Source: an optimization exercise on an open RTL-to-GDS flow (aim: small area and a short achievable clock period). Production flows keep margins and buffers that such runs may drop. Where RTL was checked, it was by simulation tests only, not by an equivalence proof against the original. For run 1, only the layout was checked, not whether the RTL still works.

==> flow/design.v, too long to show whole: its modules and the start of the top module <==
// module pressure_count_linearizer: 1840 lines
module pressure_count_linearizer (
    input  logic                  clk,
    input  logic                  rst_n,
    input  logic                  cfg_we,
    input  logic [pcl_pkg::CFG_IDX_W-1:0]  cfg_index,
    input  logic [pcl_pkg::CFG_DATA_W-1:0] cfg_data,
    input  logic                  start,
    output logic                  busy,
    input  logic [pcl_pkg::COUNT_W-1:0]    factory_count,
    input  logic [pcl_pkg::COUNT_W-1:0]    raw_count,
    output logic                  done,
    output logic [pcl_pkg::OUT_W-1:0]      pressure_utorr,
    output logic [pcl_pkg::RANGE_W-1:0]    display_range
);
  // ...
==> flow/flow/run.sh <==
#!/bin/bash
# Standard layout, with one netlist step between synthesis and floorplan:
# polfix.py picks the polarity of each full adder so that fewer inverters are
# needed (a full adder with all inputs inverted gives both outputs inverted).
# Registers, their names and cell types are those of the standard synthesis.
set -e
cd "$(dirname "$0")/.."
bash standard.sh synth > synth.log 2>&1
R=orfs/results/sky130hd/pressure_count_linearizer/base
cp $R/1_2_yosys.v 1_2_yosys.standard.v
python3 flow/polfix.py 1_2_yosys.standard.v $R/1_2_yosys.v > polfix.log 2>&1
touch $R/1_2_yosys.v
bash standard.sh SETUP_SLACK_MARGIN=8.3 finish > layout.log 2>&1
==> flow/flow/polfix.py <==
#!/usr/bin/env python3
"""Remove inverters around full adders in a flat Yosys netlist.

A full adder is self-dual: FA(~a,~b,~c) = (~sum, ~cout). So each full adder
may be used in either polarity, and an inverter is only needed where a
signal reaches a pin in the other polarity. This script removes the
inverters between cells, picks a polarity for every full adder by simulated
annealing to need as few inverters as possible, and puts back one inverter
per net that some pin needs inverted. Registers and other cells are kept as
they are.  usage: polfix.py IN.v OUT.v"""
import re, sys, random, math
from collections import defaultdict

src = open(sys.argv[1]).read()
src = re.sub(r'\(\*.*?\*\)', '', src)
src = re.sub(r'/\*.*?\*/', '', src, flags=re.S)
mod = re.search(r'module\s+(\S+)\s*\((.*?)\);(.*)endmodule', src, re.S)
top, portlist, body = mod.group(1), mod.group(2), mod.group(3)

decls, assigns, order = [], [], []
cells = {}
ports = set()
inst_re = re.compile(r'^(\S+)\s+(\S+)\s*\((.*)\)$', re.S)
for s in (x.strip() for x in body.split(';')):
    if not s:
        continue
    if s.startswith(('input', 'output', 'inout', 'wire', 'reg')):
        decls.append(s)
        if s.startswith(('input', 'output', 'inout')):
            for n in re.sub(r'\[.*?\]', '', s.split(None, 1)[1]).replace(',', ' ').split():
                ports.add(n)
        continue
    if s.startswith('assign'):
        assigns.append(s)
        continue
    m = inst_re.match(s)
    if not m:
        raise SystemExit('polfix: cannot parse: ' + s[:200])
    typ, name, conns = m.groups()
    pins = {}
    for pm in re.finditer(r'\.(\w+)\s*\(\s*(.*?)\s*\)\s*(?:,|$)', conns.strip(), re.S):
        pins[pm.group(1)] = pm.group(2)
    cells[name] = [typ, pins]
    order.append(name)

fixed = set()
for a in assigns:
    for tok in re.findall(r"[\\\w$.]+(?:\s*\[\d+\])?", a):
        fixed.add(tok.replace(' ', ''))
def isfixed(n):
    b = re.sub(r'\s*\[\d+\]$', '', n)
    return n in fixed or n in ports or b in ports or n.startswith("1'")

OUTP = {'X', 'Y', 'SUM', 'COUT', 'Q', 'Q_N', 'HI', 'LO'}
INV = re.compile(r'sky130_fd_sc_hd__(inv|clkinv)_\d+$')
FA = re.compile(r'sky130_fd_sc_hd__fa_\d+$')

drv = {}
for nm, (typ, pins) in cells.items():
    for p, n in pins.items():
        if p in OUTP:
            drv[n] = nm

# inverters whose output is not a port or an assign operand can go
removable = [c for c in order if INV.match(cells[c][0]) and not isfixed(cells[c][1]['Y'])]
def resolve(n):
    par = 0
    seen = 0
    while n in drv and drv[n] in rm_set and seen < 100:
        n = cells[drv[n]][1]['A']
        par ^= 1
        seen += 1
    return n, par
rm_set = set(removable)

# requirements: for every input pin of a kept cell, (net, parity)
req = {}
for nm in order:
    if nm in rm_set:
        continue
    typ, pins = cells[nm]
    for p, n in pins.items():
        if p in OUTP:
            continue
        req[(nm, p)] = resolve(n)
ninv0 = sum(1 for c in order if INV.match(cells[c][0]))

# cells whose output polarity can be swapped for a sibling cell type, with
# the area change in units of an inverter (3.75 um2)
SWAP = {
    'xor2_1': ('xnor2_1', 'X', 'Y', 0.0), 'xnor2_1': ('xor2_1', 'Y', 'X', 0.0),
    'nand2_1': ('and2_1', 'Y', 'X', 0.67), 'and2_1': ('nand2_1', 'X', 'Y', -0.67),
    'nor2_1': ('or2_1', 'Y', 'X', 0.67), 'or2_1': ('nor2_1', 'X', 'Y', -0.67),
    'a22oi_1': ('a22o_1', 'Y', 'X', 0.34), 'a22o_1': ('a22oi_1', 'X', 'Y', -0.34),
    'a21oi_1': ('a21o_1', 'Y', 'X', 0.67), 'a21o_1': ('a21oi_1', 'X', 'Y', -0.67),
    'o21ai_0': ('o21a_1', 'Y', 'X', 0.67), 'o21a_1': ('o21ai_0', 'X', 'Y', -0.67),
    'nand3_1': ('and3_1', 'Y', 'X', 0.34), 'and3_1': ('nand3_1', 'X', 'Y', -0.34),
    'nor3_1': ('or3_1', 'Y', 'X', 0.34), 'or3_1': ('nor3_1', 'X', 'Y', -0.34),
}
def swappable(c):
    t = cells[c][0]
    return t.startswith('sky130_fd_sc_hd__') and t[17:] in SWAP
fas = [c for c in order if FA.match(cells[c][0])]
gs = [c for c in order if c not in rm_set and swappable(c)]
gcost = {}
for c in gs:
    gcost[c] = SWAP[cells[c][0][17:]][3]
isfa = set(fas)
fas = fas + gs
fidx = {c: i for i, c in enumerate(fas)}
# terms: (a, b, p) with a, b FA indices or -1; inverter needed iff p ^ s[a] ^ s[b]
# group loads by (net, parity) since one inverter per net serves all its loads
terms = []
for (nm, p), (n, par) in req.items():
    a = fidx.get(drv.get(n), -1)
    b = fidx.get(nm, -1) if (p in ('A', 'B', 'CIN') and nm in isfa) else -1
    terms.append((a, b, par))
nf = len(fas)
inc = defaultdict(list)
for t, (a, b, p) in enumerate(terms):
    if a >= 0: inc[a].append(t)
    if b >= 0 and b != a: inc[b].append(t)
s = [0] * nf
def tcost(t):
    a, b, p = terms[t]
    return p ^ (s[a] if a >= 0 else 0) ^ (s[b] if b >= 0 else 0)
vcost = [gcost.get(c, 0.0) for c in fas]
def delta(i):
    d = vcost[i] * (1 - 2 * s[i])
    for t in inc[i]:
        d += 1 - 2 * tcost(t)
    return d
cost = sum(tcost(t) for t in range(len(terms))) + sum(vcost[i] * s[i] for i in range(nf))
best = cost; bests = s[:]
random.seed(1)
T = 2.0
iters = 400 * max(nf, 1)
for it in range(iters):
    T = 2.0 * (1 - it / iters) + 0.01
    i = random.randrange(nf) if nf else 0
    if not nf:
        break
    d = delta(i)
    if d <= 0 or random.random() < math.exp(-d / T):
        s[i] ^= 1
        cost += d
        if cost < best:
            best = cost; bests = s[:]
s = bests
# greedy clean-up
improved = True
while improved:
    improved = False
    for i in range(nf):
        if delta(i) < -1e-9:
            s[i] ^= 1; improved = True

# rebuild
for c in removable:
    order.remove(c)
    del cells[c]
flipped = {fas[i] for i in range(nf) if s[i]}
for c in flipped:
    if c in isfa:
        continue
    t = cells[c][0][17:]
    nt, op, np_, _ = SWAP[t]
    pins = cells[c][1]
    pins[np_] = pins.pop(op)
    cells[c][0] = 'sky130_fd_sc_hd__' + nt
invnet = {}
newwires = []
cnt = [0]
def inv_for(n):
    if n not in invnet:
        cnt[0] += 1
        y = f'_pf{cnt[0]}_'
        nm = f'_pfi{cnt[0]}_'
        cells[nm] = ['sky130_fd_sc_hd__inv_1', {'A': n, 'Y': y}]
        order.append(nm)
        newwires.append(y)
        invnet[n] = y
    return invnet[n]
for (nm, p), (n, par) in req.items():
    if nm not in cells:
        continue
    if n in drv and drv[n] in flipped:
        par ^= 1
    if nm in flipped and nm in isfa and p in ('A', 'B', 'CIN'):
        par ^= 1
    cells[nm][1][p] = inv_for(n) if par else n
ninv1 = sum(1 for c in order if INV.match(cells[c][0]))

def esc(n):
    return n + ' ' if n.startswith('\\') else n
out = [f'module {top}({portlist});']
for d in decls:
    out.append(f'  {d} ;')
for w in newwires:
    out.append(f'  wire {w};')
for a in assigns:
    out.append(f'  {a} ;')
for nm in order:
    typ, pins = cells[nm]
    out.append(f'  {typ} {nm} (' + ', '.join(f'.{p}({esc(n)})' for p, n in pins.items()) + ');')
out.append('endmodule')
open(sys.argv[2], 'w').write('\n'.join(out) + '\n')
print(f'polfix: {len(isfa)} full adders, {len(gs)} swappable gates, {len(flipped)} flipped, inverters {ninv0} -> {ninv1}', file=sys.stderr)
==> flow/standard.sh <==
#!/bin/bash
# synth_recipe.tcl (not shown) runs the flow's synth.tcl, then flattens the netlist and writes it again
# the make line also repeats each setting of config.mk as NAME=value (left out here)
make -C /OpenROAD-flow-scripts/flow DESIGN_CONFIG=/design/flow/config.mk WORK_HOME=/design/flow/orfs CLKGATE_MAP_FILE= SYNTH_SCRIPT=/design/flow/synth_recipe.tcl "${@:-finish}"
==> flow/config.mk <==
export PLATFORM = sky130hd
export DESIGN_NAME = pressure_count_linearizer
export DESIGN_NICKNAME = pressure_count_linearizer
export VERILOG_FILES = /design/flow/design.v
export SDC_FILE = /design/flow/constraint.sdc
export NUM_CORES = 4
export LEC_CHECK = 0
export CAP_MARGIN = 20
export CORE_MARGIN = 2
export CORE_UTILIZATION = 40
export SLEW_MARGIN = 20
==> flow/constraint.sdc <==
create_clock -name core_clock -period 12.0 [get_ports {clk}]
set_input_delay 2.4000 -clock core_clock [delete_from_list [all_inputs] [get_ports {clk}]]
set_output_delay 2.4000 -clock core_clock [all_outputs]
set_load 0.01 [all_outputs]
==> impl_metrics.env, run 1 <==
export IMPL_status="finished clean"
export IMPL_reg2reg_slack_ns=8.25
export IMPL_layout_nets=2766
export IMPL_drv_slew=0
export IMPL_stdcell_count=3122
export IMPL_final_common_cell="fa_1"
export IMPL_rows=89
export IMPL_area_delta_synth_final_pct=14.6
export IMPL_hold_path_class="reg2reg"
export IMPL_clockRootBuffer="clkbuf_16"
export IMPL_grt_total_usage=0.249
export IMPL_crit_slowest_cell="or4_1"
export IMPL_io_buffers=88
export IMPL_grt_util_met2=0.386
export IMPL_largest_reg_flops=43
export IMPL_skew_ns=0.0245
export IMPL_viasPerCell=5.72
export IMPL_postCtsSetupBuffers=23
export IMPL_grt_max_degree=55
export IMPL_top_layer="met4"
export IMPL_timing_critical_path_from="s3_b[24]"
export IMPL_multi_input_gates=1716
export IMPL_fin_crit_ns=3.75
export IMPL_cap_violations=0
export IMPL_dominant_cells="multi-input combinational cells"
export IMPL_vias=17851
export IMPL_dieHeight_um=247
export IMPL_seq_share=0.246
export IMPL_yosysWarnings=1
export IMPL_critPathTopFamily="compound AO/OA/AOI/OAI gates"
export IMPL_tns_ns=0
export IMPL_design_core_area_um2=58700
export IMPL_fin_crit_sh=0.313
export IMPL_cp_slowest_stage_delay_ns=0.58
export IMPL_drc=0
export IMPL_rsz0062_at_grt="yes"
export IMPL_hold_violations=0
export IMPL_route_met2_wl_um=34100
export IMPL_layout_nonclk_buf_frac=0.0527
export IMPL_cp_depth=13
==> run 2, diff against run 1 <==
--- a/flow/design.v
+++ b/flow/design.v
@@ -19,52 +19,40 @@
     output logic                  done,
     output logic [pcl_pkg::OUT_W-1:0]      pressure_utorr,
     output logic [pcl_pkg::RANGE_W-1:0]    display_range
 );
     assign busy = 1'b0;
     logic               mode_r;
     logic signed [10:0] ot_r;
     logic signed [14:0] om_r;
-    logic               we_t, we_m;
-    logic [14:0]        cfg_d;
     logic signed [10:0] ot_raw, ot_cl;
     logic signed [14:0] om_raw, om_cl;
-    always_ff @(posedge clk or negedge rst_n) begin
-        if (!rst_n) begin
-            mode_r <= 1'b0;
-            we_t   <= 1'b0;
-            we_m   <= 1'b0;
-        end else begin
-            if (cfg_we && cfg_index == 2'd0)
-                mode_r <= cfg_data[0];
-            we_t <= cfg_we && cfg_index == 2'd1;
-            we_m <= cfg_we && cfg_index == 2'd2;
-        end
-    end
-    always_ff @(posedge clk) begin
-        cfg_d <= cfg_data;
-    end
     always_comb begin
-        ot_raw = $signed(cfg_d[10:0]);
-        om_raw = $signed(cfg_d[14:0]);
+        ot_raw = $signed(cfg_data[10:0]);
+        om_raw = $signed(cfg_data[14:0]);
         if (ot_raw > 11'sd700)       ot_cl = 11'sd700;
         else if (ot_raw < -11'sd700) ot_cl = -11'sd700;
         else                         ot_cl = ot_raw;
         if (om_raw > 15'sd10000)       om_cl = 15'sd10000;
         else if (om_raw < -15'sd10000) om_cl = -15'sd10000;
         else                           om_cl = om_raw;
     end
     always_ff @(posedge clk or negedge rst_n) begin
         if (!rst_n) begin
-            ot_r <= '0;
-            om_r <= '0;
-        end else begin
-            if (we_t) ot_r <= ot_cl;
-            if (we_m) om_r <= om_cl;
+            mode_r <= 1'b0;
+            ot_r   <= '0;
+            om_r   <= '0;
+        end else if (cfg_we) begin
+            case (cfg_index)
+                2'd0: mode_r <= cfg_data[0];
+                2'd1: ot_r   <= ot_cl;
+                2'd2: om_r   <= om_cl;
+                default: ;
+            endcase
         end
     end
     logic        s1_valid;
     logic        s1_mode;
     logic [15:0] s1_v;
     logic [2:0] sub;
     logic [12:0] grp;
     logic       sel;
==> run 2 against run 1 <==
Setup slack better by 0.042 ns. Fmax is 1.1% higher. Still clean. Die area is 1.3% lower. Clock skew is 0.0012 ns higher. Sequential share of layout area is 0.90 points lower. Sequential cell count is 17 lower. Area after synthesis is 1.3% lower. Hold slack worse by 0.0013 ns. Count of clock-buffer cells in the layout is 1 lower. Routed wire length is 2.6% lower. Critical endpoint unchanged. Global-route usage is 0.52 points lower. Critical path depth is 1 higher.
==> impl_metrics.env, run 2 <==
export IMPL_status="finished clean"
export IMPL_insertedDiodeCount=0
export IMPL_tns_ns=0
export IMPL_regMostFlops="s2_ka"
export IMPL_finalSetupViolations=0
export IMPL_yosysWarnings=1
export IMPL_grt_first_pass_wirelength_um=113000
export IMPL_dieHeight_um=245
export IMPL_reg_top3="s2_ka x43, s3_a x42, s3_b x42"
export IMPL_drv_slew=0
export IMPL_initial_utilization=0.404
export IMPL_syn_num_nets=2744
export IMPL_drc=0
export IMPL_viasPerCell=5.76
export IMPL_grt_pass1_vias=18744
export IMPL_design_area_um2=26700
export IMPL_area_delta_synth_final_pct=14.5
export IMPL_clockRootBuffer="clkbuf_16"
export IMPL_io_pins=90
export IMPL_clock_sinks=306
export IMPL_cts_tree="done"
export IMPL_routabilityCongestion=0.936
export IMPL_hold_violations=0
export IMPL_rsz0062_at_grt="yes"
export IMPL_rows=88
export IMPL_worstRegToRegCells=14
export IMPL_syn_avg_cell_area_um2=10.1
export IMPL_ant_nets=0
export IMPL_worstPathRequired_ns=12.43
export IMPL_hpwl_um=53700
export IMPL_hold_path_class="reg2reg"
export IMPL_reg2reg_from="s3_a[26]"
export IMPL_crit_path_end_kind="register"
export IMPL_cp_max_fo=5
export IMPL_fin_crit_ns=3.71
export IMPL_wl_um=72600
export IMPL_hold_buffers=0
export IMPL_fin_crit_sh=0.309
export IMPL_fmax_ghz=0.269
export IMPL_vias=17886
export IMPL_layout_nets=2757
export IMPL_stdcell_count=3103
export IMPL_relSlewSlack=0.301
export IMPL_dieWidth_um=245
export IMPL_final_common_cell="fa_1"
export IMPL_cts_buffers=37
export IMPL_antenna_found_initial=1
export IMPL_start_kind="register"
export IMPL_postPlaceCellArea_um2=24700
export IMPL_syn_inst=2297
export IMPL_tightestPinTransition_ns=1.05
export IMPL_largest_reg_flops=43
export IMPL_clkTransAtPathRegs_ns=0.06
export IMPL_io_buffers=88
export IMPL_grt_max_degree=52
export IMPL_nFillCells=5357
export IMPL_clockBufferDepth=3
export IMPL_dieArea_um2=60200
export IMPL_final_cell_mix="fa_1 (303), dfxtp_1 (258), a22oi_1 (193), nand2_1 (155), xnor2_1 (141)"
export IMPL_netlist_area_um2=23300
export IMPL_drt_iter0_drc=1646
export IMPL_h_tree_depth=2
export IMPL_drive_gt1_frac=0.105
export IMPL_avgRoutedWirePerCell_um=23.4
export IMPL_worstPathArrival_ns=4.14
export IMPL_criticalPathCategory="reg2reg"
export IMPL_dpl_cell_count=3006
export IMPL_drt_pass1_iter_count=8
export IMPL_hold_slack_ns=0.347
export IMPL_design_core_area_um2=57600
export IMPL_timing_critical_path_from="s3_a[26]"
export IMPL_r2r_end="rng_r[0]"
export IMPL_reg2reg_slack_ns=8.29
export IMPL_gr_total_overflow=0
export IMPL_skew_ns=0.0257
export IMPL_insertion_delay_ns=0.57
export IMPL_grt_total_usage=0.244
export IMPL_cap_violations=0
export IMPL_crit_end="rng_r[0]"
==> run 2: routing by layer <==
metal / GRT usage / wire length (um)
met1: 0.326 / 30800
met2: 0.387 / 33300
met3: 0.0516 / 5830
met4: 0.0916 / 2600
met5: 0 / 0
==> run 2: worst min path at each step <==
| stage | start | to | depth (start not counted) |
|---|---|---|---|
| after floorplan | s3_valid | done_r | 0 |
| after global placement | s1_valid | s2_valid | 0 |
| after detailed placement | s1_valid | s2_valid | 0 |
| after CTS | s1_valid | s2_valid | 0 |
| after global routing | s1_valid | s2_valid | 0 |
| final | s3_valid | done_r | 0 |
==> run 2: stage by stage <==
stage / utilization / setup slack, ns
after floorplan: - / 8.28
after global placement: 0.429 / 7.43
after detailed placement: 0.429 / 7.37
after CTS: 0.455 / 8.08
after global routing: 0.463 / 8.17
final: 0.463 / 8.29
==> run 2: area by class of cell <==
| type | count | area [um2] | area share |
|---|---|---|---|
| clock buffers | 50 | 1040 | 0.0389 |
| clock inverters | 17 | 241 | 0.00905 |
| inverters | 72 | 282 | 0.0106 |
| multi-input cells | 1744 | 16400 | 0.617 |
| flip-flops and latches | 306 | 6320 | 0.237 |
| well taps | 765 | 957 | 0.0359 |
| repair buffers | 149 | 1380 | 0.0517 |
==> run 2: critical path: stages (launching register included) <==
cell and delay, ns:
dfxtp_1 0.32, ha_4 0.30, nand4_1 0.14, or3_4 0.40, o21ai_4 0.34, a31oi_4 0.15, o21ai_4 0.21, o22a_1 0.21
a31o_4 0.15, fa_2 0.43, nor3_2 0.17, nand4_1 0.30, a211oi_2 0.24, or2_4 0.15, a311oi_2 0.04
==> run 2: what timing repair did <==
action,in CTS,in global routing
gates cloned,0,1
gates resized for setup,74,83
setup buffers,17,12
pin swaps,6,28
endpoints found under the setup margin,163,76
endpoints found under the hold margin,0,0
==> run 3, diff against run 2 <==
--- a/flow/config.mk
+++ b/flow/config.mk
@@ -8,4 +8,4 @@
 export CAP_MARGIN = 20
 export CORE_MARGIN = 2
-export CORE_UTILIZATION = 40
+export CORE_UTILIZATION = 75
 export SLEW_MARGIN = 20
==> run 3 against run 2 <==
Synthesized cell count is the same. Area after synthesis is the same. The run now fails in 5_1_grt.
==> impl_metrics.env, run 3 <==
export IMPL_cts_buffers=30
export IMPL_syn_num_nets=2744
export IMPL_initial_utilization=0.761
export IMPL_hold_buffers=0
export IMPL_clockRootBuffer="clkbuf_16"
export IMPL_syn_inst=2297
export IMPL_io_buffers=88
export IMPL_gr_total_overflow=7
export IMPL_error="[ERROR GRT-0232] Routing congestion too high. Check the congestion heatmap in the GUI."
export IMPL_failed_stage="5_1_grt"
export IMPL_dieHeight_um=180
export IMPL_routabilityCongestion=1.04
export IMPL_dieWidth_um=180
export IMPL_status="did not finish"
export IMPL_grt_max_degree=68
export IMPL_hpwl_um=53900
export IMPL_io_pins=90
export IMPL_syn_avg_cell_area_um2=10.1
export IMPL_yosysWarnings=1
export IMPL_post_place_ws_ns=7.06
export IMPL_h_tree_depth=1
export IMPL_clockBufferDepth=3
export IMPL_rows=64
export IMPL_postPlaceCellArea_um2=24200
export IMPL_netlist_area_um2=23300
export IMPL_grt_total_usage=0.794
-- run 3: worst max-delay path by stage --
stage                startpoint        to  slack (ns)  depth (start not counted)
floorplan           cfg_data[4]   ot_r[2]        8.28                          6
global placement    cfg_data[0]   om_r[1]        7.45                          7
detailed placement     s3_a[13]  rng_r[0]        7.06                         15
CTS                    s3_a[32]  rng_r[0]        8.14                         16
-- run 3: what timing repair did --
item / in CTS
setup endpoints to repair: 198
buffers inserted: 29
gates cloned: 1
pin swaps: 17
resized for setup: 104
-- run 3: per-stage QoR --
step / cells / hold slack [ns]
2_1_floorplan: 2297 / 0.331
3_3_place_gp: 2635 / 0.332
3_5_place_dp: 2635 / 0.336
4_1_cts: 2719 / 0.353
-- run 3: metal layers --
| metal | global-route usage | overflow |
|---|---|---|
| met1 | 0.795 | 0 |
| met2 | 0.901 | 1 |
| met3 | 0.711 | 2 |
| met4 | 0.745 | 4 |
| met5 | 0.581 | 0 |
==> run 4, diff against run 3 <==
--- a/flow/config.mk
+++ b/flow/config.mk
@@ -8,4 +8,4 @@
 export CAP_MARGIN = 20
 export CORE_MARGIN = 2
-export CORE_UTILIZATION = 75
+export CORE_UTILIZATION = 66
 export SLEW_MARGIN = 20
==> run 4 against run 3 <==
Now clean on timing, DRC and antenna. Area after synthesis is the same. Synthesized cell count is the same.
==> impl_metrics.env, run 4 <==
export IMPL_status="finished clean"
export IMPL_h_tree_depth=1
export IMPL_hold_slack_ns=0.348
export IMPL_worstPathRequired_ns=12.51
export IMPL_syn_num_nets=2744
export IMPL_cp_max_fo=5
export IMPL_drt_pass1_iter_count=7
export IMPL_fmax_ghz=0.255
export IMPL_area_delta_synth_final_pct=11.1
export IMPL_cp_slowest_stage_delay_ns=0.40
export IMPL_routabilityCongestion=1.00
export IMPL_drt_iter0_drc=2734
export IMPL_skew_ns=0.0404
export IMPL_nFillCells=2261
export IMPL_drv_slew=0
export IMPL_ant_nets=0
export IMPL_rsz0062_at_grt="yes"
export IMPL_post_place_ws_ns=7.35
export IMPL_hold_path_class="reg2reg"
export IMPL_crit_top_cell="o21ai_0"
export IMPL_io_buffers=88
export IMPL_final_common_cell="fa_1"
export IMPL_netlist_area_um2=23300
export IMPL_grt_pass1_vias=18757
export IMPL_io_pins=90
export IMPL_clock_sinks=306
export IMPL_syn_avg_cell_area_um2=10.1
export IMPL_clockRootBuffer="clkbuf_16"
export IMPL_wl_met3_um=8520
export IMPL_layout_nets=2750
export IMPL_relSlewSlack=0.328
export IMPL_tightestPinTransition_ns=1.01
export IMPL_multi_input_area_um2=16400
export IMPL_hpwl_um=50500
export IMPL_vias=18730
export IMPL_path_cells="ha_2 -> nand3_1 -> or3_4 -> o21ai_4 -> buf_4 -> a21boi_2 -> o21bai_1 -> a21oi_1 -> fa_1 -> xor2_1 -> o21ai_0 -> a31oi_1 -> o21ai_0 -> a311oi_2"
export IMPL_start_kind="register"
export IMPL_syn_inst=2297
export IMPL_drive_gt1_frac=0.0960
export IMPL_crit_slowest_cell="ha_2"
export IMPL_rows=68
export IMPL_drc=0
export IMPL_yosysWarnings=1
export IMPL_design_area_um2=25900
export IMPL_grt_first_pass_wirelength_um=108000
export IMPL_criticalPathCategory="reg2reg"
export IMPL_setup_ws_ns=8.08
export IMPL_regMostFlops="s2_ka"
export IMPL_dieWidth_um=192
export IMPL_hold_buffers=0
export IMPL_cts_buffers=31
export IMPL_dieHeight_um=192
export IMPL_wl_um=72300
export IMPL_finalSetupViolations=0
export IMPL_cts_tree="done"
export IMPL_viasPerCell=6.74
export IMPL_insertedDiodeCount=0
export IMPL_top_layer="met4"
export IMPL_avgRoutedWirePerCell_um=26.0
export IMPL_cap_violations=0
export IMPL_hold_violations=0
export IMPL_grt_max_degree=68
export IMPL_insertion_delay_ns=0.60
export IMPL_worstPathArrival_ns=4.43
export IMPL_antenna_found_initial=0
export IMPL_tns_ns=0
export IMPL_final_util=0.747
export IMPL_grt_total_usage=0.386
export IMPL_met1_length_um=27300
export IMPL_largest_reg_flops=43
export IMPL_fin_crit_sh=0.327
export IMPL_postPlaceCellArea_um2=24300
export IMPL_route_met2_wl_um=32900
export IMPL_design_core_area_um2=34600
export IMPL_crit_path_end_kind="register"
export IMPL_clkTransAtPathRegs_ns=0.06
export IMPL_final_seq_area_um2=6300
export IMPL_gr_total_overflow=0
export IMPL_dieArea_um2=36800
export IMPL_fin_crit_ns=3.92
export IMPL_reg_top3="s2_ka x43, s3_a x42, s3_b x42"
export IMPL_initial_utilization=0.672
export IMPL_clockBufferDepth=3
export IMPL_final_cell_mix="fa_1 (302), dfxtp_1 (263), a22oi_1 (193), nand2_1 (153), xnor2_1 (141)"
[run 4: routing by layer]
| metal | track usage | vias up |
|---|---|---|
| met5 | 0 | - |
| met4 | 0.154 | 0 |
| met3 | 0.0873 | 329 |
| met2 | 0.611 | 1401 |
| met1 | 0.518 | 9095 |
| li1 | - | 7905 |
[run 4: cell type report]
cell class,count,share of cell area
Multi-Input combinational cell,1744,0.635
Sequential cell,306,0.244
Timing Repair Buffer,148,0.0517
Clock buffer,47,0.0339
Tap cell,455,0.0220
Inverter,72,0.0112
Clock inverter,6,0.00271
[run 4: stage by stage]
stage / cells
final: 2778
after global routing: 2778
after CTS: 2769
after detailed placement: 2694
after global placement: 2693
after floorplan: 2297
[run 4: worst paths after layout]
| check | slack (ns) | end | from | cells after the start |
|---|---|---|---|---|
| worst max-delay path | 8.08 | rng_r[0] | s3_b[22] | 14 |
| worst min-delay path | 0.35 | s2_valid | s1_valid | 0 |
| min in group asynchronous | 2.19 | s1_valid | rst_n | 2 |
| worst min register to register | 0.35 | s2_valid | s1_valid | 0 |
| worst max register to register | 8.08 | rng_r[0] | s3_b[22] | 14 |
| max in group asynchronous | 9.52 | om_r[9] | rst_n | 2 |
[run 4: timing repair]
| item | in CTS | in global routing |
|---|---|---|
| setup buffers | 22 | 9 |
| pin swaps | 12 | 28 |
| resized for setup | 82 | 58 |
| setup endpoints to repair | 198 | 72 |
[run 4: worst max-delay path, delay by kind of cell (launching register included)]
kind,cells,cell delay [ns]
AO/OA/AOI/OAI,8,1.70
XOR/XNOR,1,0.34
adder cells (fa/ha/maj),2,0.80
buffers and inverters,1,0.19
flip-flops,1,0.31
AND/OR/NAND/NOR,2,0.52
==> run 5, diff against run 4 <==
--- a/flow/config.mk
+++ b/flow/config.mk
@@ -8,4 +8,6 @@
 export CAP_MARGIN = 20
 export CORE_MARGIN = 2
-export CORE_UTILIZATION = 66
+export CORE_UTILIZATION = 60
+export CTS_BUF_LIST = sky130_fd_sc_hd__clkbuf_4 sky130_fd_sc_hd__clkbuf_8
+export CTS_CLUSTER_SIZE = 50
 export SLEW_MARGIN = 20
==> run 5 against run 4 <==
Still clean. First-iteration DRC count decreased by 19%. Synthesized cell count unchanged. Setup slack improved by 0.19 ns. Routed wire length decreased by 5.4%. Hold slack improved by 0.00097 ns. Register-to-register slack improved by 0.19 ns. Area after synthesis unchanged. Critical path depth unchanged.
==> impl_metrics.env, run 5 <==
export IMPL_status="finished clean"
export IMPL_area_delta_synth_final_pct=11.1
export IMPL_reg2reg_from="s3_a[26]"
export IMPL_min_from="s2_valid"
export IMPL_fin_crit_ns=3.73
export IMPL_clkTransAtPathRegs_ns=0.07
export IMPL_whs_path_depth=0
export IMPL_netlist_area_um2=23300
export IMPL_regMostFlops="s2_ka"
export IMPL_insertedDiodeCount=0
export IMPL_criticalPathCategory="reg2reg"
export IMPL_dieHeight_um=201
export IMPL_initial_utilization=0.605
export IMPL_nFillCells=3019
export IMPL_relSlewSlack=0.352
export IMPL_drc=0
export IMPL_design_core_area_um2=38500
export IMPL_ant_nets=0
export IMPL_clock_sinks=306
export IMPL_critPathTopFamily="compound AO/OA/AOI/OAI gates"
export IMPL_routabilityCongestion=0.983
export IMPL_crit_path_end_kind="register"
export IMPL_dieArea_um2=40400
export IMPL_crit_slowest_cell="fa_2"
export IMPL_syn_num_nets=2744
export IMPL_layout_nets=2758
export IMPL_rsz0062_at_grt="yes"
export IMPL_hold_violations=0
export IMPL_viasPerCell=6.31
export IMPL_syn_inst=2297
export IMPL_reg2reg_slack_ns=8.27
export IMPL_h_tree_depth=2
export IMPL_hold_path_class="reg2reg"
export IMPL_rows=72
export IMPL_worstPathRequired_ns=12.57
export IMPL_fmax_ghz=0.268
export IMPL_fin_crit_sh=0.311
export IMPL_clockBufferDepth=3
export IMPL_final_util=0.672
export IMPL_grt_max_degree=47
export IMPL_path_cells="ha_2 -> nand4_1 -> or3_1 -> o21ai_4 -> a31oi_4 -> o21ai_4 -> o22a_1 -> a31o_2 -> fa_2 -> nor3_2 -> nand4_1 -> buf_4 -> buf_4 -> a311oi_2"
export IMPL_grt_total_usage=0.344
export IMPL_hpwl_um=50500
export IMPL_hold_end="s3_valid"
export IMPL_grt_first_pass_wirelength_um=108000
export IMPL_drv_slew=0
export IMPL_r2r_end="rng_r[0]"
export IMPL_io_pins=90
export IMPL_drt_pass1_iter_count=7
export IMPL_final_cell_mix="fa_1 (303), dfxtp_1 (264), a22oi_1 (193), nand2_1 (157), xnor2_1 (141)"
export IMPL_skew_ns=0.0548
export IMPL_final_common_cell="fa_1"
export IMPL_largest_reg_flops=43
export IMPL_insertion_delay_ns=0.67
export IMPL_clockRootBuffer="clkbuf_8"
export IMPL_cts_buffers=49
export IMPL_gr_total_overflow=0
export IMPL_tns_ns=0
export IMPL_grt_pass1_vias=18648
export IMPL_start_kind="register"
export IMPL_io_buffers=88
export IMPL_cp_slowest_stage_delay_ns=0.46
export IMPL_worstRegToRegCells=14
export IMPL_yosysWarnings=1
export IMPL_critical_path_buf_inv_count=2
export IMPL_cp_max_fo=5
export IMPL_drive_gt1_frac=0.104
export IMPL_syn_avg_cell_area_um2=10.1
export IMPL_finalSetupViolations=0
export IMPL_avgRoutedWirePerCell_um=23.9
export IMPL_cts_tree="done"
export IMPL_vias=18105
export IMPL_reg_top3="s2_ka x43, s3_a x42, s3_b x42"
export IMPL_worstPathArrival_ns=4.30
export IMPL_antenna_found_initial=2
export IMPL_wl_um=68400
export IMPL_drt_iter0_drc=2207
export IMPL_tightestPinTransition_ns=0.972
export IMPL_cap_violations=0
export IMPL_dieWidth_um=201
export IMPL_hold_buffers=0
run 5: cell types whose count changed in the layout (fill, tap and decap cells not counted), moves of 8 or more:
cell and delta:
clkbuf_16 -31, clkbuf_8 +55, clkinv_2 +8, clkbuf_1 -12
clkbuf_4 +14, buf_4 -10
run 5: final cells by class:
type / count / area [um2] / share of cell area
clock buffer: 73 / 917 / 0.0355
multi-input combinational: 1744 / 16300 / 0.630
sequential: 306 / 6310 / 0.244
tap: 518 / 648 / 0.0251
timing repair buffer: 138 / 1260 / 0.0489
clock inverter: 16 / 143 / 0.00552
inverter: 72 / 285 / 0.0110
run 5: per-stage QoR:
step	instance area (um2)	setup WS (ns)	std cells	hold slack [ns]
2_1_floorplan	23300	8.28	2297	0.331
3_3_place_gp	24300	7.36	2755	0.335
3_5_place_dp	24300	7.36	2755	0.335
4_1_cts	25600	8.14	2859	0.350
5_1_grt	25900	8.10	2867	0.373
6_report	25900	8.27	2867	0.349
run 5: worst max-delay path by stage:
stage,cells after the start,end,start,slack (ns)
final,14,rng_r[0],s3_a[26],8.27
after detailed placement,7,om_r[1],cfg_data[0],7.36
after floorplan,6,ot_r[2],cfg_data[4],8.28
after global routing,15,rng_r[0],s3_b[32],8.10
after global placement,7,om_r[0],cfg_data[0],7.36
after CTS,18,rng_r[0],s3_a[13],8.14
run 5: layer usage:
metal,wire (um),global-route usage,part of all wire
met5,15,0,0.00022
met4,3010,0.142,0.044
met3,6740,0.0791,0.099
met2,30400,0.528,0.44
met1,28300,0.473,0.41
run 5: what timing repair did:
action,CTS,global route
pin swaps,4,25
endpoints found under the setup margin,130,76
gates cloned,0,0
resized for setup,71,52
buffers inserted,15,8
==> run 6, diff against run 5 <==
--- a/flow/flow/run.sh
+++ b/flow/flow/run.sh
@@ -11,3 +11,3 @@
 python3 flow/polfix.py 1_2_yosys.standard.v $R/1_2_yosys.v > polfix.log 2>&1
 touch $R/1_2_yosys.v
-bash standard.sh SETUP_SLACK_MARGIN=8.3 finish > layout.log 2>&1
+bash standard.sh SETUP_SLACK_MARGIN=8.2 finish > layout.log 2>&1
==> run 6 against run 5 <==
Still clean. Hold slack got worse by 0.013 ns. Die area did not move. Core utilization rose by 0.43 points. Sequential cell count did not move. Area after synthesis did not move. Synthesized cell count did not move. Clock skew fell by 0.0056 ns. Count of clock-buffer cells in the layout rose by 7. Global-route usage fell by 0.40 points. Critical endpoint unchanged.
==> impl_metrics.env, run 6 <==
export IMPL_status="finished clean"
export IMPL_postPlaceCellArea_um2=24300
export IMPL_cp_max_fo=5
export IMPL_worstPathRequired_ns=12.55
export IMPL_drive_gt1_frac=0.107
export IMPL_drt_pass1_iter_count=6
export IMPL_insertion_delay_ns=0.66
export IMPL_clockBufferDepth=3
export IMPL_setup_ws_ns=8.26
export IMPL_final_cell_mix="fa_1 (302), dfxtp_1 (262), a22oi_1 (193), nand2_1 (158), xnor2_1 (141)"
export IMPL_grt_total_usage=0.340
export IMPL_hold_path_class="reg2reg"
export IMPL_dieWidth_um=201
export IMPL_ant_nets=0
export IMPL_cts_buffers=51
export IMPL_routabilityCongestion=0.970
export IMPL_skew_ns=0.0492
export IMPL_drt_iter0_drc=2022
export IMPL_hold_slack_ns=0.336
export IMPL_dieArea_um2=40400
export IMPL_drv_slew=0
export IMPL_worstPathArrival_ns=4.29
export IMPL_antenna_found_initial=0
export IMPL_clkTransAtPathRegs_ns=0.07
export IMPL_grt_pass1_vias=18602
export IMPL_syn_avg_cell_area_um2=10.1
export IMPL_drc=0
export IMPL_hpwl_um=50400
export IMPL_yosysWarnings=1
export IMPL_tns_ns=0
export IMPL_initial_utilization=0.605
export IMPL_design_core_area_um2=38500
export IMPL_io_pins=90
export IMPL_insertedDiodeCount=0
export IMPL_syn_num_nets=2744
export IMPL_clockRootBuffer="clkbuf_8"
export IMPL_hold_buffers=0
export IMPL_h_tree_depth=2
export IMPL_crit_slowest_cell="or4_1"
export IMPL_cp_slowest_stage_delay_ns=0.47
export IMPL_largest_reg_flops=43
export IMPL_path_cells="ha_1 -> a211oi_2 -> o21ai_2 -> a221oi_2 -> buf_4 -> o21ai_4 -> a31oi_4 -> o21ai_4 -> buf_4 -> fa_1 -> xnor2_2 -> nand3b_1 -> or4_1 -> nor3_2 -> nand2_1 -> a311oi_2"
export IMPL_cts_tree="done"
export IMPL_design_area_um2=26000
export IMPL_grt_max_degree=68
export IMPL_gr_total_overflow=0
export IMPL_area_delta_synth_final_pct=11.8
export IMPL_syn_inst=2297
export IMPL_cap_violations=0
export IMPL_clock_sinks=306
export IMPL_netlist_area_um2=23300
export IMPL_rsz0062_at_grt="yes"
export IMPL_tightestPinTransition_ns=1.00
export IMPL_fmax_ghz=0.267
export IMPL_rows=72
export IMPL_relSlewSlack=0.333
export IMPL_layout_nets=2770
export IMPL_finalSetupViolations=0
export IMPL_start_kind="register"
export IMPL_fin_crit_ns=3.74
export IMPL_io_buffers=88
export IMPL_reg_top3="s2_ka x43, s3_a x42, s3_b x42"
export IMPL_nFillCells=3033
export IMPL_wl_um=68300
export IMPL_vias=18216
export IMPL_crit_path_end_kind="register"
export IMPL_grt_first_pass_wirelength_um=107000
export IMPL_avgRoutedWirePerCell_um=23.7
export IMPL_post_place_ws_ns=7.29
export IMPL_criticalPathCategory="reg2reg"
export IMPL_viasPerCell=6.33
export IMPL_regMostFlops="s2_ka"
export IMPL_hold_violations=0
export IMPL_dieHeight_um=201
export IMPL_fin_crit_sh=0.312
export IMPL_final_common_cell="fa_1"
==> run 6: final timing paths <==
kind | end | slack, ns | cells after the start | start
worst max-delay path | rng_r[0] | 8.26 | 16 | s3_b[13]
worst min-delay path | s3_valid | 0.34 | 0 | s2_valid
worst max register to register | rng_r[0] | 8.26 | 16 | s3_b[13]
worst min register to register | s3_valid | 0.34 | 0 | s2_valid
max in group asynchronous | om_r[14] | 9.59 | 2 | rst_n
min in group asynchronous | ot_r[8] | 2.13 | 2 | rst_n
==> run 6: layer usage <==
| layer | track usage | wire, um | up-vias |
|---|---|---|---|
| li1 | - | - | 7964 |
| met1 | 0.458 | 27700 | 8957 |
| met2 | 0.540 | 31400 | 1107 |
| met3 | 0.0789 | 6910 | 188 |
| met4 | 0.121 | 2340 | 0 |
| met5 | 0 | 0 | - |
==> run 6: cell type report <==
cell class	count	area, um2	share of cell area
Sequential cell	306	6300	0.242
Clock buffer	80	1020	0.0392
Timing Repair Buffer	148	1370	0.0525
Tap cell	518	648	0.0249
Inverter	72	289	0.0111
Clock inverter	12	116	0.00447
Multi-Input combinational cell	1744	16300	0.626
==> run 6: critical path: cells and delay by family, from the launching register on <==
kind	cells	cell delay, ns
xor gates and xnor gates	1	0.21
and+or+nand+nor	4	0.83
adders and majority gates	2	0.71
DFF	1	0.30
buffers and inverters	2	0.33
AOI/OAI and AO/OA	7	1.26
==> run 6: metrics by stage <==
stage / utilization / instances
after floorplan: - / 2297
after global placement: 0.632 / 2753
after detailed placement: 0.633 / 2754
after CTS: 0.667 / 2860
after global routing: 0.676 / 2880
final: 0.676 / 2880
==> run 6: repair_timing <==
item | CTS | global route
setup endpoints to repair | 150 | 57
buffers inserted | 14 | 19
pin swaps | 5 | 26
resized for setup | 57 | 44
cloned | 0 | 1
==> run 7, diff against run 6 <==
--- a/flow/flow/run.sh
+++ b/flow/flow/run.sh
@@ -11,3 +11,3 @@
 python3 flow/polfix.py 1_2_yosys.standard.v $R/1_2_yosys.v > polfix.log 2>&1
 touch $R/1_2_yosys.v
-bash standard.sh SETUP_SLACK_MARGIN=8.2 finish > layout.log 2>&1
+bash standard.sh SETUP_SLACK_MARGIN=8.5 finish > layout.log 2>&1
--- a/flow/config.mk
+++ b/flow/config.mk
@@ -9,5 +9,3 @@
 export CORE_MARGIN = 2
 export CORE_UTILIZATION = 60
-export CTS_BUF_LIST = sky130_fd_sc_hd__clkbuf_4 sky130_fd_sc_hd__clkbuf_8
-export CTS_CLUSTER_SIZE = 50
 export SLEW_MARGIN = 20
==> run 7 against run 6 <==
Via count rose by 1.4%. Count of clock-buffer cells in the layout shrank 45. Sequential share of layout area shrank 0.22 points. Setup slack got worse by 0.046 ns. Die area stayed put. Non-clock buffer count grew 9. Clock skew down 0.014 ns. Core utilization is 1.0 points higher. Register-to-register slack worse by 0.05 ns.
==> impl_metrics.env, run 7 <==
export IMPL_status="finished clean"
export IMPL_skew_ns=0.0351
export IMPL_final_cell_mix="fa_1 (302), dfxtp_1 (257), a22oi_1 (193), nand2_1 (152), xnor2_1 (141)"
export IMPL_cap_violations=0
export IMPL_clockRootBuffer="clkbuf_16"
export IMPL_multi_input_area_um2=16600
export IMPL_reg_top3="s2_ka x43, s3_a x42, s3_b x42"
export IMPL_routabilityCongestion=1.00
export IMPL_fin_crit_sh=0.316
export IMPL_io_pins=90
export IMPL_criticalPathCategory="reg2reg"
export IMPL_vias=18478
export IMPL_initial_utilization=0.605
export IMPL_hold_path_class="reg2reg"
export IMPL_gr_total_overflow=0
export IMPL_insertedDiodeCount=0
export IMPL_grt_total_usage=0.348
export IMPL_cp_max_fo=4
export IMPL_viasPerCell=6.47
export IMPL_insertion_delay_ns=0.61
export IMPL_grt_max_degree=47
export IMPL_avgRoutedWirePerCell_um=24.8
export IMPL_grt_first_pass_wirelength_um=109000
export IMPL_largest_reg_flops=43
export IMPL_hold_violations=0
export IMPL_tns_ns=0
export IMPL_fin_crit_ns=3.79
export IMPL_hpwl_um=50200
export IMPL_io_buffers=88
export IMPL_final_common_cell="fa_1"
export IMPL_tightestPinTransition_ns=0.994
export IMPL_drt_iter0_drc=2304
export IMPL_rsz0062_at_grt="yes"
export IMPL_relSlewSlack=0.332
export IMPL_final_util=0.687
export IMPL_clkTransAtPathRegs_ns=0.06
export IMPL_design_core_area_um2=38500
export IMPL_dieWidth_um=201
export IMPL_netlist_area_um2=23300
export IMPL_worstPathArrival_ns=4.31
export IMPL_drc=0
export IMPL_crit_path_end_kind="register"
export IMPL_dieHeight_um=201
export IMPL_start_kind="register"
export IMPL_syn_num_nets=2744
export IMPL_drt_pass1_iter_count=8
export IMPL_nFillCells=2921
export IMPL_dieArea_um2=40400
export IMPL_drive_gt1_frac=0.136
export IMPL_finalSetupViolations=0
export IMPL_hold_buffers=0
export IMPL_cts_buffers=31
export IMPL_grt_pass1_vias=18938
export IMPL_area_delta_synth_final_pct=13.4
export IMPL_regMostFlops="s2_ka"
export IMPL_worstPathRequired_ns=12.52
export IMPL_layout_nets=2761
export IMPL_syn_avg_cell_area_um2=10.1
export IMPL_yosysWarnings=1
export IMPL_syn_inst=2297
export IMPL_drv_slew=0
export IMPL_rows=72
export IMPL_final_seq_area_um2=6330
export IMPL_wl_um=70700
export IMPL_cts_tree="done"
export IMPL_clock_sinks=306
export IMPL_h_tree_depth=1
export IMPL_fmax_ghz=0.264
export IMPL_antenna_found_initial=0
export IMPL_clockBufferDepth=3
export IMPL_ant_nets=0
[run 7: worst paths after layout]
path / from / to / slack [ns] / cells past startpoint
max: s3_a[24] / rng_r[0] / 8.21 / 15
min: s1_valid / s2_valid / 0.35 / 0
max reg2reg: s3_a[24] / rng_r[0] / 8.21 / 15
min reg2reg: s1_valid / s2_valid / 0.35 / 0
max in group asynchronous: rst_n / ot_r[6] / 9.53 / 2
min in group asynchronous: rst_n / om_r[4] / 2.19 / 2
[run 7: cell type report]
| cell class | count | share of cell area |
|---|---|---|
| well taps | 518 | 0.0245 |
| flip-flops and latches | 306 | 0.240 |
| clock inverters | 23 | 0.0118 |
| repair buffers | 157 | 0.0527 |
| inverters | 72 | 0.0114 |
| multi-input cells | 1746 | 0.627 |
| clock buffers | 35 | 0.0323 |
[run 7: critical path, cell delays in order, from the launching register on]
cell and delay, ns:
dfxtp_1 0.30, ha_1 0.35, nand4_1 0.13, or3_1 0.41, o21ai_4 0.28, buf_4 0.18
inv_1 0.07, o21ba_2 0.24, o21bai_1 0.13, a21oi_1 0.10, fa_1 0.50, nor3_1 0.26
nand4_1 0.14, nor3_1 0.26, nand2_1 0.11, a311oi_2 0.24
[run 7: repair_timing]
| item | CTS | global route |
|---|---|---|
| pin swaps | 31 | 26 |
| setup buffers | 36 | 8 |
| gates resized for setup | 248 | 85 |
| endpoints found under the setup margin | 212 | 113 |
| gates cloned | 2 | 5 |
[run 7: routing by layer]
layer | global-route usage | vias up | share of wire
li1 | - | 7931 | -
met2 | 0.556 | 1177 | 0.46
met3 | 0.0651 | 222 | 0.11
met1 | 0.473 | 9148 | 0.39
met5 | 0 | - | 0
met4 | 0.132 | 0 | 0.044
[run 7: through the flow]
stage	worst slack (ns)	std cells	hold slack, ns	area (um2)
after floorplan	8.28	2297	0.331	23400
after global placement	7.46	2748	0.332	24300
final	8.21	2857	0.353	26400
after global routing	7.96	2857	0.365	26400
after detailed placement	7.48	2748	0.339	24300
after CTS	8.30	2844	0.354	26000
==> run 8, diff against run 7 <==
--- a/flow/flow/run.sh
+++ b/flow/flow/run.sh
@@ -11,3 +11,3 @@
 python3 flow/polfix.py 1_2_yosys.standard.v $R/1_2_yosys.v > polfix.log 2>&1
 touch $R/1_2_yosys.v
-bash standard.sh SETUP_SLACK_MARGIN=8.5 finish > layout.log 2>&1
+bash standard.sh SETUP_SLACK_MARGIN=8.3 finish > layout.log 2>&1
==> run 8 against run 7 <==
Largest cell class unchanged. Register-to-register slack improved by 0.11 ns. Sequential share of layout area is 0.28 points higher. Highest routed layer is now met5. Critical path depth unchanged. Count of clock-buffer cells in the layout increased by 11. Fmax rose by 3.0%. Setup slack improved by 0.11 ns. Still clean.
==> impl_metrics.env, run 8 <==
export IMPL_final_cell_mix="fa_1 (303), dfxtp_1 (263), a22oi_1 (193), nand2_1 (158), xnor2_1 (141)"
export IMPL_hpwl_um=50500
export IMPL_criticalPathCategory="reg2reg"
export IMPL_layout_nets=2745
export IMPL_syn_inst=2297
export IMPL_final_common_cell="fa_1"
export IMPL_reg2reg_from="s3_a[22]"
export IMPL_wl_um=68300
export IMPL_tightestPinTransition_ns=0.950
export IMPL_grt_total_usage=0.343
export IMPL_worstPathArrival_ns=4.15
export IMPL_drive_gt1_frac=0.0930
export IMPL_drc=0
export IMPL_vias=18022
export IMPL_reg_top3="s2_ka x43, s3_a x42, s3_b x42"
export IMPL_viasPerCell=6.35
export IMPL_met1_usage=0.475
export IMPL_r2r_end="rng_r[0]"
export IMPL_cp_slowest_stage_delay_ns=0.37
export IMPL_syn_avg_cell_area_um2=10.1
export IMPL_gr_total_overflow=0
export IMPL_drv_slew=0
export IMPL_drt_iter0_drc=1998
export IMPL_dieArea_um2=40400
export IMPL_dieWidth_um=201
export IMPL_h_tree_depth=2
export IMPL_postPlaceCellArea_um2=24300
export IMPL_cts_buffers=34
export IMPL_crit_end="rng_r[0]"
export IMPL_start_kind="register"
export IMPL_cts_tree="done"
export IMPL_largest_reg_flops=43
export IMPL_status="finished clean"
export IMPL_worstPathRequired_ns=12.47
export IMPL_clockBufferDepth=3
export IMPL_fin_crit_ns=3.68
export IMPL_grt_use_met3=0.0755
export IMPL_regMostFlops="s2_ka"
export IMPL_insertedDiodeCount=0
export IMPL_syn_num_nets=2744
export IMPL_area_delta_synth_final_pct=11.8
export IMPL_finalSetupViolations=0
export IMPL_initial_utilization=0.605
export IMPL_design_core_area_um2=38500
export IMPL_reg2reg_slack_ns=8.32
export IMPL_grt_busiest_layer="met2"
export IMPL_antenna_found_initial=2
export IMPL_skew_ns=0.0330
export IMPL_hold_violations=0
export IMPL_post_place_ws_ns=7.36
export IMPL_dieHeight_um=201
export IMPL_clkTransAtPathRegs_ns=0.06
export IMPL_hold_buffers=0
export IMPL_grt_first_pass_wirelength_um=107000
export IMPL_timing_critical_path_from="s3_a[22]"
export IMPL_clock_sinks=306
export IMPL_cp_max_fo=34
export IMPL_final_util=0.676
export IMPL_hold_path_class="reg2reg"
export IMPL_rsz0062_at_grt="yes"
export IMPL_grt_max_degree=47
export IMPL_io_pins=90
export IMPL_tns_ns=0
export IMPL_crit_slowest_cell="ha_1"
export IMPL_grt_util_met2=0.534
export IMPL_routabilityCongestion=0.983
export IMPL_grt_pass1_vias=18514
export IMPL_avgRoutedWirePerCell_um=24.0
export IMPL_design_area_um2=26000
export IMPL_path_cells="ha_1 -> a21oi_1 -> o21ai_0 -> a221oi_2 -> o21ai_4 -> a31oi_4 -> o21ai_4 -> o22a_1 -> a31o_2 -> fa_2 -> xnor2_2 -> xnor2_2 -> buf_6 -> or2_4 -> a311oi_2"
export IMPL_yosysWarnings=1
export IMPL_crit_path_end_kind="register"
export IMPL_ant_nets=0
export IMPL_insertion_delay_ns=0.56
export IMPL_fmax_ghz=0.272
export IMPL_worstRegToRegCells=15
export IMPL_fin_crit_sh=0.307
export IMPL_drt_pass1_iter_count=7
export IMPL_rows=72
export IMPL_io_buffers=88
export IMPL_setup_ws_ns=8.32
export IMPL_relSlewSlack=0.366
export IMPL_cap_violations=0
export IMPL_netlist_area_um2=23300
export IMPL_clockRootBuffer="clkbuf_16"
run 8: metal layers:
metal  part of all wire  vias up
met1               0.41     8853
met4              0.038        2
li1                   -     7889
met3               0.10      191
met5            0.00019        -
met2               0.45     1087
run 8: timing repair:
| item | in CTS | in global routing |
|---|---|---|
| gates cloned | 0 | 0 |
| setup buffers | 16 | 9 |
| endpoints found under the setup margin | 137 | 75 |
| hold endpoints to repair | 0 | 0 |
| pin swaps | 6 | 20 |
| resized for setup | 76 | 60 |
run 8: worst max-delay path, delay by kind of cell (launching register included):
family | cells | cell delay (ns)
DFF | 1 | 0.30
AOI/OAI and AO/OA | 9 | 1.82
buffers and inverters | 1 | 0.19
xor gates and xnor gates | 2 | 0.30
adders and majority gates | 2 | 0.73
and+or+nand+nor | 1 | 0.27
run 8: worst min-delay path by stage:
stage / startpoint / endpoint / slack, ns / cells past startpoint
4_1_cts: s2_valid / s3_valid / 0.35 / 0
3_3_place_gp: s1_valid / s2_valid / 0.33 / 0
5_1_grt: s3_valid / done_r / 0.37 / 0
2_1_floorplan: s3_valid / done_r / 0.33 / 0
6_report: s2_valid / s3_valid / 0.35 / 0
3_5_place_dp: s2_valid / s3_valid / 0.33 / 0
run 8: layout make-up:
class                           count  area [um2]
Tap cell                          518         648
Clock inverter                     14         230
Multi-Input combinational cell   1744       16300
Inverter                           72         285
Timing Repair Buffer              140        1260
Clock buffer                       46         977
Fill cell                        2976       12400
Sequential cell                   306        6310
run 8: through the flow:
step | instances | hold slack, ns
after floorplan | 2297 | 0.331
after global placement | 2755 | 0.335
after detailed placement | 2755 | 0.335
final | 2840 | 0.347
after global routing | 2840 | 0.367
after CTS | 2831 | 0.348

==> what the ideal ports hide <==
The results above use ideal ports. As a check the final layouts listed here were re-extracted and re-timed, cells and wires unchanged. Step 1: set_driving_cell puts a clkbuf_16 on clk and a buf_2 on each other input, an assumption about the parent block. Step 2, shift: input delay + t, output delay - t, t = (earliest + latest rising clock arrival at the registers) / 2. This alone moves slack from input paths to output paths. Three values: ideal, step 1, step 2; two values: the first two.
run	t, ns	setup WS [ns]	worst setup path after step 2	clock arrival spread, ns
run 1	0.621	8.246 / 8.246 / 7.846	input to register	0.027 / 0.027
run 2	0.621	8.288 / 8.288 / 7.741	input to register	0.026 / 0.026
run 4	0.639	8.080 / 8.080 / 7.693	input to register	0.043 / 0.043
run 5	0.693	8.267 / 8.267 / 7.658	input to register	0.056 / 0.057
run 6	0.682	8.255 / 8.255 / 7.622	input to register	0.049 / 0.050
run 7	0.645	8.209 / 8.209 / 7.914	input to register	0.036 / 0.036
run 8	0.603	8.320 / 8.320 / 7.765	input to register	0.033 / 0.034
After both steps setup and hold are still met in every run listed. The setup slack of run 6, which loses most, moves by 0.000 ns with the drivers and by -0.633 ns with both steps.
